This is an optimization exercise on Yosys and OpenROAD, whose aim is small area, not a production implementation.
In this exercise RTL edits were held to simulation tests only and were not proved equivalent to the original.
The clock port is modelled as an ideal driver; clocking choices that lean on that would not hold on a real chip.
Power figures rest on the tool's default switching activity, not on a simulated workload.

==> flow/design.v <==
module mini_mips_multicycle #(
  parameter logic [31:0] RESET_PC     = 32'h0000_0000,
  parameter int unsigned ADDR_W       = 32,
  parameter bit          ILLEGAL_HALT = 1'b1
) (
  input  logic              clk,
  input  logic              reset,
  output logic              mem_req,
  output logic              mem_we,
  output logic [ADDR_W-1:0] mem_addr,
  output logic [31:0]       mem_wdata,
  input  logic [31:0]       mem_rdata,
  input  logic              mem_ready,
  output logic [31:0]       pc,
  output logic [31:0]       result,
  output logic              retired,
  output logic              halted
);
  localparam logic [2:0] S_FETCH = 3'd0, S_WAIT = 3'd1, S_EXEC = 3'd2, S_MEM = 3'd3,
                         S_WAIT2 = 3'd4, S_POST = 3'd5, S_HALT = 3'd6;
  logic [2:0]  r_state;
  logic [4:0]  r_cnt;
  logic [31:0] r_ar, r_dr, r_ir, r_t;
  logic [4:0]  r_last;       
  logic        r_wb;         
  logic        r_pend;       
  logic        r_clr;        
  logic        r_cm;         
  logic        r_cp;         
  logic        r_neq;        
  logic [5:0] op, fn;
  logic [4:0] rs, rt, rd, sh;
  assign op = r_ir[31:26];
  assign fn = r_ir[5:0];
  assign rs = r_ir[25:21];
  assign rt = r_ir[20:16];
  assign rd = r_ir[15:11];
  assign sh = r_ir[10:6];
  logic rtype, f_add, f_sub, f_and, f_or, f_slt, f_sll, f_jr;
  logic i_addi, i_lw, i_sw, i_beq, i_bne, i_j, i_jal, i_br, i_alu, legal;
  assign rtype  = (op == 6'h00);
  assign f_add  = rtype && fn == 6'h20;
  assign f_sub  = rtype && fn == 6'h22;
  assign f_and  = rtype && fn == 6'h24;
  assign f_or   = rtype && fn == 6'h25;
  assign f_slt  = rtype && fn == 6'h2A;
  assign f_sll  = rtype && fn == 6'h00;
  assign f_jr   = rtype && fn == 6'h08;
  assign i_addi = (op == 6'h08);
  assign i_lw   = (op == 6'h23);
  assign i_sw   = (op == 6'h2B);
  assign i_beq  = (op == 6'h04);
  assign i_bne  = (op == 6'h05);
  assign i_j    = (op == 6'h02);
  assign i_jal  = (op == 6'h03);
  assign i_br   = i_beq | i_bne;
  assign i_alu  = f_add | f_sub | f_and | f_or | f_slt | f_sll | i_addi;
  assign legal  = i_alu | f_jr | i_lw | i_sw | i_br | i_j | i_jal;
  logic [4:0] dst;
  logic       dst_nz;
  assign dst    = rtype ? rd : rt;
  assign dst_nz = (dst != 5'd0);
  logic ph0, ph31;
  assign ph0  = (r_cnt == 5'd0);
  assign ph31 = (r_cnt == 5'd31);
  logic exec, post;
  assign exec = (r_state == S_EXEC);
  assign post = (r_state == S_POST);
  logic [4:0]  sel_a;
  logic        ir_bit;
  logic [31:1] ring_out;
  logic        a, b, wbit;
  assign sel_a = post ? r_last : rs;
  assign wbit  = r_clr ? 1'b0 : post ? ir_bit : r_dr[0];
  logic [3:0] we_hi;
  logic [7:0] we_lo;
  always_comb begin
    for (int i = 0; i < 4; i++) we_hi[i] = r_clr | (r_wb && r_last[4:3] == i[1:0]);
    for (int i = 0; i < 8; i++) we_lo[i] = r_clr | (r_last[2:0] == i[2:0]);
  end
  genvar g;
  generate
    for (g = 1; g < 32; g++) begin : g_rf
      logic [31:0] r_ring;
      logic        we;
      assign we = we_hi[g / 8] & we_lo[g % 8];
      always_ff @(posedge clk) r_ring <= {we ? wbit : r_ring[0], r_ring[31:1]};
      assign ring_out[g] = r_ring[0];
    end
  endgenerate
  assign a = (sel_a == 5'd0) ? 1'b0 : ring_out[sel_a];
  assign b = (rt == 5'd0)    ? 1'b0 : ring_out[rt];
  logic       shift2;
  logic [4:0] k;
  logic [4:0] idx;
  logic       imm_bit;
  assign shift2  = i_br | i_j | i_jal;
  assign k       = shift2 ? r_cnt - 5'd2 : r_cnt;
  assign idx     = post ? r_cnt : (i_j | i_jal) ? k : ((k > 5'd15) ? 5'd15 : k);
  assign ir_bit  = r_ir[idx];
  assign imm_bit = (shift2 && r_cnt < 5'd2) ? 1'b0 : ir_bit;
  logic pcb, inc, pc4, cp_n;
  assign pcb  = r_ar[0];
  assign inc  = (r_cnt == 5'd2) | r_cp;
  assign pc4  = pcb ^ inc;
  assign cp_n = pcb & inc & ~ph31;
  logic x, y, cin, sum, cout, subm;
  assign subm = f_sub | f_slt;
  assign x    = i_br ? pc4 : a;
  assign y    = (i_addi | i_lw | i_sw | i_br) ? imm_bit : (b ^ subm);
  assign cin  = ph0 ? subm : r_cm;
  assign sum  = x ^ y ^ cin;
  assign cout = (x & y) | (x & cin) | (y & cin);
  logic neq_any, taken, lt;
  assign neq_any = (~ph0 & r_neq) | (a ^ b);
  assign taken   = i_beq ? ~neq_any : neq_any;
  assign lt      = (a ^ b) ? a : sum;
  logic [5:0] csum;
  logic       sll_go;
  assign csum   = {1'b0, r_cnt} + {1'b0, sh};
  assign sll_go = ~csum[5];
  logic alu_res;
  always_comb begin
    alu_res = sum;
    if (f_and) alu_res = a & b;
    if (f_or)  alu_res = a | b;
    if (f_slt) alu_res = 1'b0;
    if (f_sll) alu_res = b;
  end
  logic ar_shift, ar_par, ain;
  logic dr_shift, ir_load, dr_zero, din, dr0_set, set_pend;
  logic t_wr, tin;
  logic retire_c, set_wb;
  logic [2:0] state_n;
  always_comb begin
    ar_shift = 1'b0; ar_par = 1'b0; ain = 1'b0;
    dr_shift = 1'b0; ir_load = 1'b0; dr_zero = 1'b0; din = 1'b0; dr0_set = 1'b0; set_pend = 1'b0;
    t_wr = 1'b0; tin = 1'b0;
    retire_c = 1'b0; set_wb = 1'b0;
    mem_req = 1'b0; mem_we = 1'b0;
    state_n = r_state;
    if (r_wb) begin
      dr_shift = 1'b1;
      din      = wbit;
    end
    case (r_state)
      S_FETCH: begin
        mem_req = 1'b1;
        ir_load = mem_ready;
        if (mem_ready) state_n = ph31 ? S_EXEC : S_WAIT;
      end
      S_WAIT: begin
        if (!legal) begin
          if (!r_wb) state_n = S_HALT;
        end else if (ph31) state_n = S_EXEC;
      end
      S_EXEC: begin
        if (!legal) state_n = S_HALT;
        ar_shift = legal;
        if (i_alu) begin
          ain = pc4;
          if (dst_nz) begin
            dr_shift = ~f_sll | sll_go;
            din      = alu_res;
            dr_zero  = f_sll & ph0;
            dr0_set  = f_slt & ph31 & lt;
          end
        end
        if (f_jr) ain = a;
        if (i_j | i_jal) ain = (r_cnt < 5'd2) ? 1'b0 : (r_cnt < 5'd28) ? imm_bit : pcb;
        if (i_jal) begin
          dr_shift = 1'b1;
          din      = pc4;
        end
        if (i_br) begin
          ain  = pc4;
          t_wr = 1'b1;
          tin  = sum;
          ar_par = ph31 & taken;
        end
        if (i_lw | i_sw) begin
          ain  = sum;
          t_wr = 1'b1;
          tin  = pc4;
        end
        if (i_sw) begin
          dr_shift = 1'b1;
          din      = b;
        end
        if (ph31 && legal) begin
          if (i_lw | i_sw) state_n = S_MEM;
          else begin
            retire_c = 1'b1;
            state_n  = S_FETCH;
            set_wb   = (i_alu & dst_nz) | i_jal;
          end
        end
      end
      S_MEM: begin
        mem_req = 1'b1;
        mem_we  = i_sw;
        if (mem_ready) begin
          ir_load  = i_lw;
          set_pend = i_lw & (rt != 5'd0);
          state_n  = ph31 ? S_POST : S_WAIT2;
        end
      end
      S_WAIT2: begin
        if (ph31) state_n = S_POST;
      end
      S_POST: begin
        ar_shift = 1'b1;
        ain      = r_t[0];
        if (!r_wb) begin
          dr_shift = 1'b1;
          din      = a;
        end
        if (ph31) begin
          retire_c = 1'b1;
          state_n  = S_FETCH;
        end
      end
      S_HALT: ;
      default: state_n = S_FETCH;
    endcase
    if (reset) begin
      mem_req  = 1'b0;
      mem_we   = 1'b0;
      retire_c = 1'b0;
      state_n  = S_FETCH;
    end
  end
  always_ff @(posedge clk) begin
    r_cnt  <= reset ? 5'd0 : r_cnt + 5'd1;
    r_cp   <= cp_n;
    r_cm   <= cout;
    r_neq  <= neq_any;
    r_state <= state_n;
    r_clr  <= reset | (r_clr & ~ph31);
    r_wb   <= reset ? 1'b0 : (ph31 ? (set_wb | set_pend | r_pend) : r_wb);
    r_pend <= ~reset & ~ph31 & (set_pend | r_pend);
    if (reset) r_last <= 5'd0;
    else if (set_wb | set_pend) r_last <= i_jal ? 5'd31 : dst;
    if (ir_load) r_ir <= mem_rdata;
    r_t <= {t_wr ? tin : r_t[0], r_t[31:1]};
    if (reset)         r_ar <= RESET_PC;
    else if (ar_par)   r_ar <= {tin, r_t[31:1]};
    else if (ar_shift) r_ar <= {ain, r_ar[31:1]};
    if (reset | dr_zero) r_dr[30:0] <= 31'd0;
    else if (dr_shift)   r_dr[30:0] <= {r_dr[31:2], r_dr[1] | dr0_set};
    if (reset)           r_dr[31] <= 1'b0;
    else if (dr_shift)   r_dr[31] <= din;
  end
  assign mem_addr  = r_ar[ADDR_W-1:0];
  assign mem_wdata = r_dr;
  assign pc        = r_ar;
  assign result    = r_dr;
  assign retired   = retire_c;
  assign halted    = (r_state == S_HALT);
endmodule
==> flow/flow/run.sh <==
#!/bin/bash
# Standard layout (the standard.sh) with these changes:
#  - synthesis is ORFS's own script, but its area ABC script (ABC_AREA=1) is replaced by an
#    area-recovery mapping (strash; dch; amap; topo). Only combinational mapping changes: the
#    flip-flops, their names and cell types are those of the standard synthesis.
#  - the port buffers use the smallest buffer cell (every port still gets one);
#  - CTS uses clkbuf_8 clusters of up to 20 flip-flops and inserts no dummy loads.
set -euo pipefail
rm -rf scripts_area
cp -r "$FLOW_HOME/scripts" scripts_area
printf 'strash\ndch\namap\ntopo\n' > scripts_area/abc_area.script
export SCRIPTS_DIR="$PWD/scripts_area"
export BUFFER_PORTS_ARGS="-buffer_cell sky130_fd_sc_hd__buf_1"
export CTS_ARGS="-sink_clustering_enable -repair_clock_nets -sink_clustering_size 20 -sink_clustering_max_diameter 50 -buf_list sky130_fd_sc_hd__clkbuf_8 -dont_use_dummy_load"
bash standard.sh > standard.log 2>&1
==> flow/standard.sh <==
#!/bin/bash
# synth_recipe.tcl (not shown) runs the flow's synth.tcl, then flattens the netlist and writes it again
# the make line also repeats each setting of config.mk as NAME=value (left out here)
make -C /OpenROAD-flow-scripts/flow DESIGN_CONFIG=/design/flow/config.mk WORK_HOME=/design/flow/orfs CLKGATE_MAP_FILE= SYNTH_SCRIPT=/design/flow/synth_recipe.tcl "${@:-finish}"
==> flow/config.mk <==
export PLATFORM = sky130hd
export DESIGN_NAME = mini_mips_multicycle
export DESIGN_NICKNAME = mini_mips_multicycle
export VERILOG_FILES = /design/flow/design.v
export SDC_FILE = /design/flow/constraint.sdc
export NUM_CORES = 4
export LEC_CHECK = 0
export ABC_AREA = 1
export CAP_MARGIN = 20
export CORE_MARGIN = 2
export CORE_UTILIZATION = 60
export CTS_BUF_LIST = sky130_fd_sc_hd__clkbuf_8
export CTS_CLUSTER_DIAMETER = 50
export CTS_CLUSTER_SIZE = 20
export GPL_ROUTABILITY_DRIVEN = 0
export GPL_TIMING_DRIVEN = 0
export SLEW_MARGIN = 20
==> flow/constraint.sdc <==
create_clock -name core_clock -period 10.0 [get_ports {clk}]
set_input_delay 2.0000 -clock core_clock [delete_from_list [all_inputs] [get_ports {clk}]]
set_output_delay 2.0000 -clock core_clock [all_outputs]
set_load 0.01 [all_outputs]
==> qor.yml, run 1 <==
floorplanning:
  die-area_mm2: 0.04706
  start_util_pct: 60.33
  core.rowCount: 78
  die_y_um: 216.9
  die_w_um: 216.9
  fp.coreArea_mm2: 0.04509
  pin_count: 167
pwr:
  comb_power_share_pct: 9.9
  p_switching_uw: 1744
  vdd_drop_max_uv: 209.7
  clockPowerShare_pct: 25.3
  switching_share_pct: 23.81
  powerDensity_mw_per_mm2: 245.9
  p_int_uw: 5581
  p_leak_uw: 0.01151
  p_seq_share_pct: 64.9
synthesis:
  yosysSeqAreaShare_pct: 85.00
  ys.warnings.count: 1
  synth.area.top_cells: "dfxtp_1 81%, edfxtp_1 3.5%, nor2_1 2.1%"
  synthArstFlopShare_pct: 0
  postSynthCellCount: 1812
  synth_top_area_share_pct: 81.47
  ys.flop_type: "dfxtp_1"
  synth_edf_count: 32
  synth.cell_area_mm2: 0.02720
  ys_seq_elements: 1139
  synth_fp_nets: 1865
  yosysUniqueCellTypes: 42
  yosysTopAreaCell: "dfxtp_1"
  avgSynthCellArea_um2: 15.01
clocking:
  root_buffer: "clkbuf_8"
  cts_tree: "built"
  cts_made_buffers: 72
  clock-sinks: 1139
  clock_path_buffers: 3
  clkTransAtPathRegs_ns: 0.10
  cts_hold_buf: 0
  ctsResizeCount: 0
  clk_latency_ns: 0.67
  h-tree-depth: 3
  post-cts-setup-buffer-count: 0
cells_and_area:
  design_area_mm2: 0.02979
  final_nets: 2112
  utilization_pct: 66.07
  final_cell_mix: "1107 x dfxtp_1, 165 x buf_1, 147 x nor2_1"
  fill_cells: 3322
  final_layout_size_suffix_gt1_share_pct: 7.487
  area_growth_pct: 9.512
  final_common_cell: "dfxtp_1"
sta:
  setup_viol: 0
  fin_crit_ns: 7.769
  finalHoldViolations: 0
  post-route-period-util_pct: 77.69
  final_max_slew_viol_count: 0
  maxClockFrequency_ghz: 0.1287
  fin_skew_ns: 0.09838
  slew_headroom_pct: 32.58
  rsz0062_at_grt: "no"
  worst_pin_slew_ns: 1.007
setup_path:
  crit_required_ns: 10.50
  start_kind: "flip-flop"
  cp.arrival_ns: 8.27
  crit_slowest_cell: "o22ai_2"
  crit_buf_inv: 6
  path_class: "flip-flop to flip-flop"
  worst_path_largest_cell_delay_ns: 0.77
  cp_top_family: "compound AO/OA/AOI/OAI gates"
  r2r_slack_ns: 2.23
  end_kind: "flip-flop"
  path_common_cell: "clkinv_1"
  worst-path-max-fanout: 18
  worstPathCellList: "clkinv_1 > nor2_2 > clkinv_1 > o22ai_2 > ha_1 > nor2_1 > a21oi_1 > clkinv_1 > and3_1 > a311oi_1 > nor2_1 > nor3_1 > a21oi_1 > a31oi_1 > clkinv_1 > ha_1 > a21oi_1 > clkinv_1 > a211oi_4 > clkinv_1 > a221oi_1 > nor3_1"
global_route:
  grt_usage_pct: 17.70
  antenna_found_initial: 3
  grt_pass1_wl_mm: 65.49
  grt_pass1_vias: 12670
  grt_overflow_total: 0
  grt_max_degree: 36
outcome:
  status: "timing/DRC/antenna clean"
hold_path:
  hold_class: "flip-flop to flip-flop"
place:
  post_dp_cell_area_mm2: 0.02878
  port_buffers: 166
  hpwl_mm: 27.03
route:
  first_pass_iters: 5
  wirelength_mm: 41.44
  drc: 0
  via_per_inst: 5.079
  vias: 13510
  antenna_left: 0
  drtIter0Drc: 1230
  post_drt_wl_per_cell_um: 15.57
flow_run:
  drv_cap: 0
stage by stage:
step	total power, µW	std cells	hold WS, ns	setup WS, ns	setup TNS [ns]
3_3_place_gp	5512	2578	0.3103	-1.501	-23.64
6_report	7324	2661	0.2885	2.231	0
2_1_floorplan	5316	1812	0.3096	1.944	0
3_5_place_dp	5559	2585	0.3121	1.971	0
4_1_cts	7393	2657	0.2787	1.938	0
5_1_grt	7647	2657	0.2847	1.620	0
cells in the mapped netlist, types with 17 or more instances:
master	n
dfxtp_1	1107
nor2_1	149
buf_4	65
clkinv_1	63
a21oi_1	62
nand2_1	33
edfxtp_1	32
a221oi_1	31
o221a_1	31
nor3_1	28
o21ai_0	26
a31oi_1	21
o22ai_1	19
ha_1	17
o221ai_1	17
power groups by stage:
stage / combinational (µW) / clock [µW] / sequential (µW)
after detailed placement: 705 / 0 / 4850
after floorplan: 481 / 0 / 4840
final: 721 / 1850 / 4750
after global placement: 658 / 0 / 4850
after CTS: 709 / 1930 / 4750
after global routing: 786 / 2100 / 4760
cell families after synthesis:
family / after synthesis / share of synthesized area [%]
compound gates: 280 / 7.617
fa+ha+maj: 18 / 0.8555
buf+inv: 128 / 2.663
flops: 1139 / 85.00
simple gates: 247 / 3.864
state kept, by name (all words and copies together), names as in the netlist:
| signal | flops |
|---|---|
| r_last | 5 |
| r_ar | 32 |
| r_cp | 1 |
| r_cnt | 5 |
| r_clr | 1 |
| r_wb | 1 |
| r_pend | 1 |
| g_rf.r_ring | 992 |
| r_t | 32 |
| r_neq | 1 |
| r_cm | 1 |
| r_dr | 32 |
| r_ir | 32 |
| r_state | 3 |
final cells by class:
cell class	count	area [µm²]	share of cell area (%)
diodes	4	10.01	0.03360
plain buffers	65	488.0	1.638
clock buffers	72	991.0	3.326
inverters	63	236.5	0.7938
multi-input cells	545	3440	11.55
flip-flops and latches	1139	23120	77.62
well taps	600	750.7	2.520
repair buffers	173	752.0	2.524
worst paths after layout:
path,to,startpoint,cells after the start
max,r_ar[17],r_state[2],22
min,g_rf[7].r_ring[18],g_rf[7].r_ring[19],0
max reg2reg,r_ar[17],r_state[2],22
min reg2reg,g_rf[7].r_ring[18],g_rf[7].r_ring[19],0
metal layers:
layer / wire (µm) / vias up / track usage [%]
met3: 2176 / 125 / 4.193
met2: 17630 / 431 / 26.14
li1: - / 6566 / -
met1: 19950 / 6390 / 24.91
met5: 14 / - / 0
met4: 1669 / 2 / 8.219
==> run 2: changes to the inputs <==
--- a/flow/config.mk
+++ b/flow/config.mk
@@ -12,6 +12,4 @@
 export CTS_BUF_LIST = sky130_fd_sc_hd__clkbuf_8
 export CTS_CLUSTER_DIAMETER = 50
 export CTS_CLUSTER_SIZE = 20
-export GPL_ROUTABILITY_DRIVEN = 0
-export GPL_TIMING_DRIVEN = 0
 export SLEW_MARGIN = 20
==> qor.yml, run 2 <==
outcome:
  status: "timing/DRC/antenna clean"
floorplanning:
  die_w_um: 216.9
  start_util_pct: 60.33
  pin_count: 167
  die_y_um: 216.9
  core.rowCount: 78
  fp.coreArea_mm2: 0.04509
  die-area_mm2: 0.04706
sta:
  worst_pin_slew_ns: 1.149
  fin_skew_ns: 0.1025
  setup_viol: 0
  holdWs_ns: 0.2591
  final_max_slew_viol_count: 0
  slew_headroom_pct: 23.09
  tns_ns: 0
  finalHoldViolations: 0
  post-route-period-util_pct: 70.72
  rsz0062_at_grt: "no"
  maxClockFrequency_ghz: 0.1414
  fin_crit_ns: 7.072
pwr:
  powerDensity_mw_per_mm2: 249.1
  vdd_drop_max_uv: 186.9
  p_leak_uw: 0.01114
synthesis:
  synth_most_common_cell: "dfxtp_1"
  yosysUniqueCellTypes: 42
  ys.flop_type: "dfxtp_1"
  yosysSeqAreaShare_pct: 85.00
  synth_common_cells: "1107 x dfxtp_1, 149 x nor2_1, 65 x buf_4"
  yosysTopAreaCell: "dfxtp_1"
  synth_edf_count: 32
  ys_seq_elements: 1139
  synth_top_area_share_pct: 81.47
  synth.cell_area_mm2: 0.02720
  synth.area.top_cells: "dfxtp_1 81%, edfxtp_1 3.5%, nor2_1 2.1%"
  synthArstFlopShare_pct: 0
  postSynthCellCount: 1812
  ys.warnings.count: 1
  synth_fp_nets: 1865
  avgSynthCellArea_um2: 15.01
route:
  first_pass_iters: 6
  post_drt_wl_per_cell_um: 16.64
  vias: 13070
  drc: 0
  wirelength_mm: 43.24
  antenna_left: 0
  drtIter0Drc: 916
  via_per_inst: 5.032
global_route:
  antenna_found_initial: 2
  grt_usage_pct: 18.60
  grt_overflow_total: 0
  grt_max_degree: 50
  grt_pass1_wl_mm: 67.66
  grt_pass1_vias: 12470
setup_path:
  path_common_cell: "nor2_1"
  cp.arrival_ns: 7.65
  start_kind: "flip-flop"
  crit_slowest_cell: "nor2_1"
  r2r_slack_ns: 2.93
  r2r_cells: 32
  reg2reg_from: "r_ir[30]"
  worstReg2RegEnd: "r_dr[31]"
  end_kind: "flip-flop"
  worst_path_largest_cell_delay_ns: 0.77
  crit_required_ns: 10.57
  worst-path-max-fanout: 17
  path_class: "flip-flop to flip-flop"
place:
  port_buffers: 166
  place.gp.congestion: 0.8384
  hpwl_mm: 28.43
cells_and_area:
  final_cell_mix: "1107 x dfxtp_1, 165 x buf_1, 149 x nor2_1"
  area_growth_pct: 7.428
  final_nets: 2051
  regMostFlops: "g_rf.r_ring"
  final_layout_size_suffix_gt1_share_pct: 4.509
  final_common_cell: "dfxtp_1"
  utilization_pct: 64.81
  largest_register_ffs: 992
clocking:
  clk_latency_ns: 0.68
  ctsResizeCount: 0
  cts_tree: "built"
  clock_path_buffers: 3
  clkTransAtPathRegs_ns: 0.10
  root_buffer: "clkbuf_8"
  cts_hold_buf: 0
  clock-sinks: 1139
  h-tree-depth: 3
  cts_made_buffers: 73
  post-cts-setup-buffer-count: 0
hold_path:
  hold_class: "flip-flop to flip-flop"
  hold_depth: 0
  hold_end: "g_rf[17].r_ring[19]"
  hp-start: "g_rf[17].r_ring[20]"
flow_run:
  drv_cap: 0
[run 2: worst max-delay path by stage]
stage,start,depth (start not counted),end
after floorplan,r_state[2],22,r_ar[11]
after global placement,r_ir[31],33,r_dr[31]
after detailed placement,r_ir[31],32,r_dr[31]
after CTS,r_ir[31],32,r_dr[31]
after global routing,r_ir[30],32,r_dr[31]
final,r_ir[30],32,r_dr[31]
[run 2: cell families (layout without fill, tap and decap cells)]
logic type | after synthesis | in the layout | share of synthesized area (%)
AO/OA/AOI/OAI | 280 | 280 | 7.617
adder cells (fa/ha/maj) | 18 | 18 | 0.8555
buffers and inverters | 128 | 312 | 2.663
flip-flops | 1139 | 1139 | 85.00
other | 0 | 2 | 0
AND/OR/NAND/NOR | 247 | 247 | 3.864
[run 2: critical path: cells and delay by family (launching register included)]
family | cells | cell delay [ns]
buffers and inverters | 2 | 0.79
AOI/OAI and AO/OA | 17 | 2.57
DFF | 1 | 0.41
adders and majority gates | 1 | 0.57
and+or+nand+nor | 12 | 2.68
[run 2: layer usage]
metal | GRT usage [%] | share of wire [%]
met3 | 4.612 | 5.2
met5 | 0 | 0.030
met1 | 25.60 | 47
met4 | 8.584 | 4.2
met2 | 27.98 | 43
[run 2: power breakdown]
group	switching, µW	internal [µW]
Combinational	428	231
Clock	1210	660
Sequential	101	4650
Total	1740	5540
[run 2: final cells by class]
cell class              count  area [µm²]
flip-flops and latches   1139       23120
fillers                  3292       15870
multi-input cells         545        3405
clock buffers              73        1005
well taps                 600       750.7
repair buffers            176       699.4
inverters                  63       236.5
diodes                      2       5.005
[run 2: through the flow]
stage          setup slack [ns]  power [µW]  instances  area, µm²
2_1_floorplan             1.944        5316       1812      27200
3_3_place_gp              3.048        5509       2523      28210
3_5_place_dp              2.982        5514       2523      28210
4_1_cts                   3.018        7360       2596      29220
5_1_grt                   2.123        7616       2596      29220
6_report                  2.928        7281       2598      29220
==> run 3: changes to the inputs <==
==> flow/flow/run.sh (replaced) <==
#!/bin/bash
set -euo pipefail
rm -rf scripts_area
cp -r "$FLOW_HOME/scripts" scripts_area
printf 'strash\ndch\namap\ntopo\n' > scripts_area/abc_area.script
export SCRIPTS_DIR="$PWD/scripts_area"
export BUFFER_PORTS_ARGS="-buffer_cell sky130_fd_sc_hd__buf_1"
export CTS_ARGS="-sink_clustering_enable -repair_clock_nets -sink_clustering_size 14 -sink_clustering_max_diameter 45 -buf_list sky130_fd_sc_hd__clkbuf_4 -dont_use_dummy_load"
export POST_CTS_TCL="$PWD/flow/post_cts.tcl"
export CLK_UPSIZE_FANOUT=12
bash standard.sh > standard.log 2>&1
==> flow/flow/post_cts.tcl (new file) <==
# Upsize the leaf clock buffers that drive many flip-flops, so each flip-flop's clock pin keeps
# a fast edge; then legalize the placement again.
set n 0
foreach inst [get_cells *] {
  if {[get_property $inst ref_name] ne "sky130_fd_sc_hd__clkbuf_4"} { continue }
  set opin [get_pins -of_objects $inst -filter "direction == output"]
  set net [get_nets -of_objects $opin]
  set fo [llength [get_pins -of_objects $net -filter "direction == input"]]
  if {$fo >= $::env(CLK_UPSIZE_FANOUT)} {
    replace_cell $inst sky130_fd_sc_hd__clkbuf_8
    incr n
  }
}
puts "post_cts: upsized $n leaf clock buffers"
detailed_placement
check_placement -verbose
--- a/flow/config.mk
+++ b/flow/config.mk
@@ -9,7 +9,7 @@
 export CAP_MARGIN = 20
 export CORE_MARGIN = 2
 export CORE_UTILIZATION = 60
-export CTS_BUF_LIST = sky130_fd_sc_hd__clkbuf_8
-export CTS_CLUSTER_DIAMETER = 50
-export CTS_CLUSTER_SIZE = 20
+export CTS_BUF_LIST = sky130_fd_sc_hd__clkbuf_4
+export CTS_CLUSTER_DIAMETER = 35
+export CTS_CLUSTER_SIZE = 10
 export SLEW_MARGIN = 20
==> qor.yml, run 3 <==
hold_path:
  hold_depth: 0
  hold_end: "g_rf[3].r_ring[27]"
  hp-start: "g_rf[3].r_ring[28]"
  hold_class: "flip-flop to flip-flop"
floorplanning:
  fp.coreArea_mm2: 0.04509
  start_util_pct: 60.33
  pin_count: 167
  die-area_mm2: 0.04706
  die_w_um: 216.9
  core.rowCount: 78
  die_y_um: 216.9
setup_path:
  path_common_cell: "nor2_1"
  reg2reg_from: "r_ir[30]"
  end_kind: "flip-flop"
  worstReg2RegEnd: "r_dr[31]"
  cp.arrival_ns: 7.87
  path_class: "flip-flop to flip-flop"
  critPathLaunch: "r_ir[30]"
  r2r_cells: 32
  worst_path_largest_cell_delay_ns: 0.77
  worst-path-max-fanout: 17
  crit_required_ns: 10.79
  crit_slowest_cell: "nor2_1"
  start_kind: "flip-flop"
  r2r_slack_ns: 2.92
cells_and_area:
  multiInputGateArea_mm2: 0.003405
  largest_register_ffs: 992
  area_growth_pct: 8.229
  fill_cells: 3278
  final_nets: 2073
  final_cell_mix: "1107 x dfxtp_1, 165 x buf_1, 149 x nor2_1"
  final_common_cell: "dfxtp_1"
  final_layout_size_suffix_gt1_share_pct: 5.550
  regArea_mm2: 0.02312
  regMostFlops: "g_rf.r_ring"
route:
  first_pass_iters: 6
  drc: 0
  antenna_left: 0
  vias: 13190
  drtIter0Drc: 922
  wirelength_mm: 43.59
  via_per_inst: 5.032
  post_drt_wl_per_cell_um: 16.63
pwr:
  vdd_drop_max_uv: 189.5
  switching_share_pct: 23.77
  p_switching_uw: 1767
  p_seq_share_pct: 63.9
  powerDensity_mw_per_mm2: 252.5
  p_int_uw: 5666
  p_leak_uw: 0.01126
  clockPowerShare_pct: 27.2
  comb_power_share_pct: 8.9
synthesis:
  ys.warnings.count: 1
  yosysTopAreaCell: "dfxtp_1"
  synth.cell_area_mm2: 0.02720
  synthArstFlopShare_pct: 0
  yosysUniqueCellTypes: 42
  synth.area.top_cells: "dfxtp_1 81%, edfxtp_1 3.5%, nor2_1 2.1%"
  synth_top_area_share_pct: 81.47
  yosysSeqAreaShare_pct: 85.00
  synth_common_cells: "1107 x dfxtp_1, 149 x nor2_1, 65 x buf_4"
  postSynthCellCount: 1812
  synth_fp_nets: 1865
  avgSynthCellArea_um2: 15.01
  synth_most_common_cell: "dfxtp_1"
  synth_edf_count: 32
  ys.flop_type: "dfxtp_1"
  ys_seq_elements: 1139
global_route:
  gr-usage-met1_pct: 25.63
  grt_usage_pct: 18.75
  antenna_found_initial: 2
  grt_busiest_layer: "met2"
  grt_pass1_wl_mm: 68.44
  grt_overflow_total: 0
  grt_pass1_vias: 12800
  grt_max_degree: 50
  met3_usage_pct: 4.081
  grtUsageMet2_pct: 29.08
sta:
  slew_headroom_pct: 22.34
  tns_ns: 0
  final_max_slew_viol_count: 0
  post-route-period-util_pct: 70.82
  worst_pin_slew_ns: 1.161
  maxClockFrequency_ghz: 0.1412
  holdWs_ns: 0.2276
  fin_crit_ns: 7.082
  finalHoldViolations: 0
  rsz0062_at_grt: "no"
  setup_viol: 0
  fin_skew_ns: 0.1077
outcome:
  status: "timing/DRC/antenna clean"
place:
  hpwl_mm: 28.43
  place.gp.congestion: 0.8384
  port_buffers: 166
clocking:
  clkTransAtPathRegs_ns: 0.11
  clk_latency_ns: 0.88
  clock-sinks: 1139
  cts_tree: "built"
flow_run:
  drv_cap: 0
run 3: worst max-delay path by stage:
stage                    end  slack, ns  cells after the start
floorplan           r_ar[11]       1.94                     22
global placement    r_dr[31]       3.05                     33
detailed placement  r_dr[31]       2.98                     32
global route        r_dr[31]       2.09                     32
finish              r_dr[31]       2.92                     32
run 3: metrics by stage:
step	instances	total power (µW)	setup WS [ns]	area [µm²]	utilization, %
final	2621	7433	2.918	29440	65.30
after global routing	2619	7778	2.086	29440	65.28
after detailed placement	2523	5514	2.982	28210	62.57
after global placement	2523	5509	3.048	28210	62.57
after floorplan	1812	5316	1.944	27200	-
run 3: final cells by class:
class                      instances  area share [%]
sequential                      1139           78.54
multi-input combinational        545           11.56
clock buffer                      95           4.144
tap                              600           2.550
timing repair buffer             176           2.376
inverter                          63          0.8032
antenna                            3         0.02550
run 3: critical path, delay by kind of cell, from the launching register on:
family          cells  cell delay [ns]
buf+inv             2             0.77
simple gates       12             2.69
fa+ha+maj           1             0.57
flops               1             0.42
compound gates     17             2.55
run 3: metal layers:
metal	routed length [µm]	part of all wire, %
met5	0	0
met4	1254	2.9
met3	2276	5.2
met2	19500	45
met1	20560	47
run 3: kinds of logic after synthesis:
family | synth area share [%]
buf+inv | 2.663
fa+ha+maj | 0.8555
simple gates | 3.864
flops | 85.00
compound gates | 7.617
run 3: power by group through the flow:
stage	Sequential (µW)	Clock, µW	Combinational, µW
2_1_floorplan	4840	0	481
3_3_place_gp	4850	0	654
5_1_grt	4760	2280	741
6_report	4750	2020	659
3_5_place_dp	4860	0	656

## what the ideal ports hide
In the flow no input, the clock included, has a driving cell. The finished layouts below were timed again as built, in two steps. Step 1 (the two cells are an assumption about what drives the block):
set clk [get_ports {clk}]
set_driving_cell -lib_cell sky130_fd_sc_hd__clkbuf_16 $clk
set_driving_cell -lib_cell sky130_fd_sc_hd__buf_2 [delete_from_list [all_inputs] $clk]
Step 2 times the ports against the registers' clock, not the clock port: input delays grow and output delays shrink by t, the midpoint of the rising clock arrivals with the driver on. a / b / c = no drivers / after step 1 / after step 2; a / b = the first two.
| run | t (ns) | setup WS [ns] | pins driven straight from the clock port |
|---|---|---|---|
| run 1 | 0.677 | 2.231 / 2.231 / 2.231 | 1 |
| run 2 | 0.688 | 2.928 / 2.928 / 2.928 | 1 |
| run 3 | 0.867 | 2.918 / 2.918 / 2.918 | 1 |
After both steps every run listed still meets setup and hold.
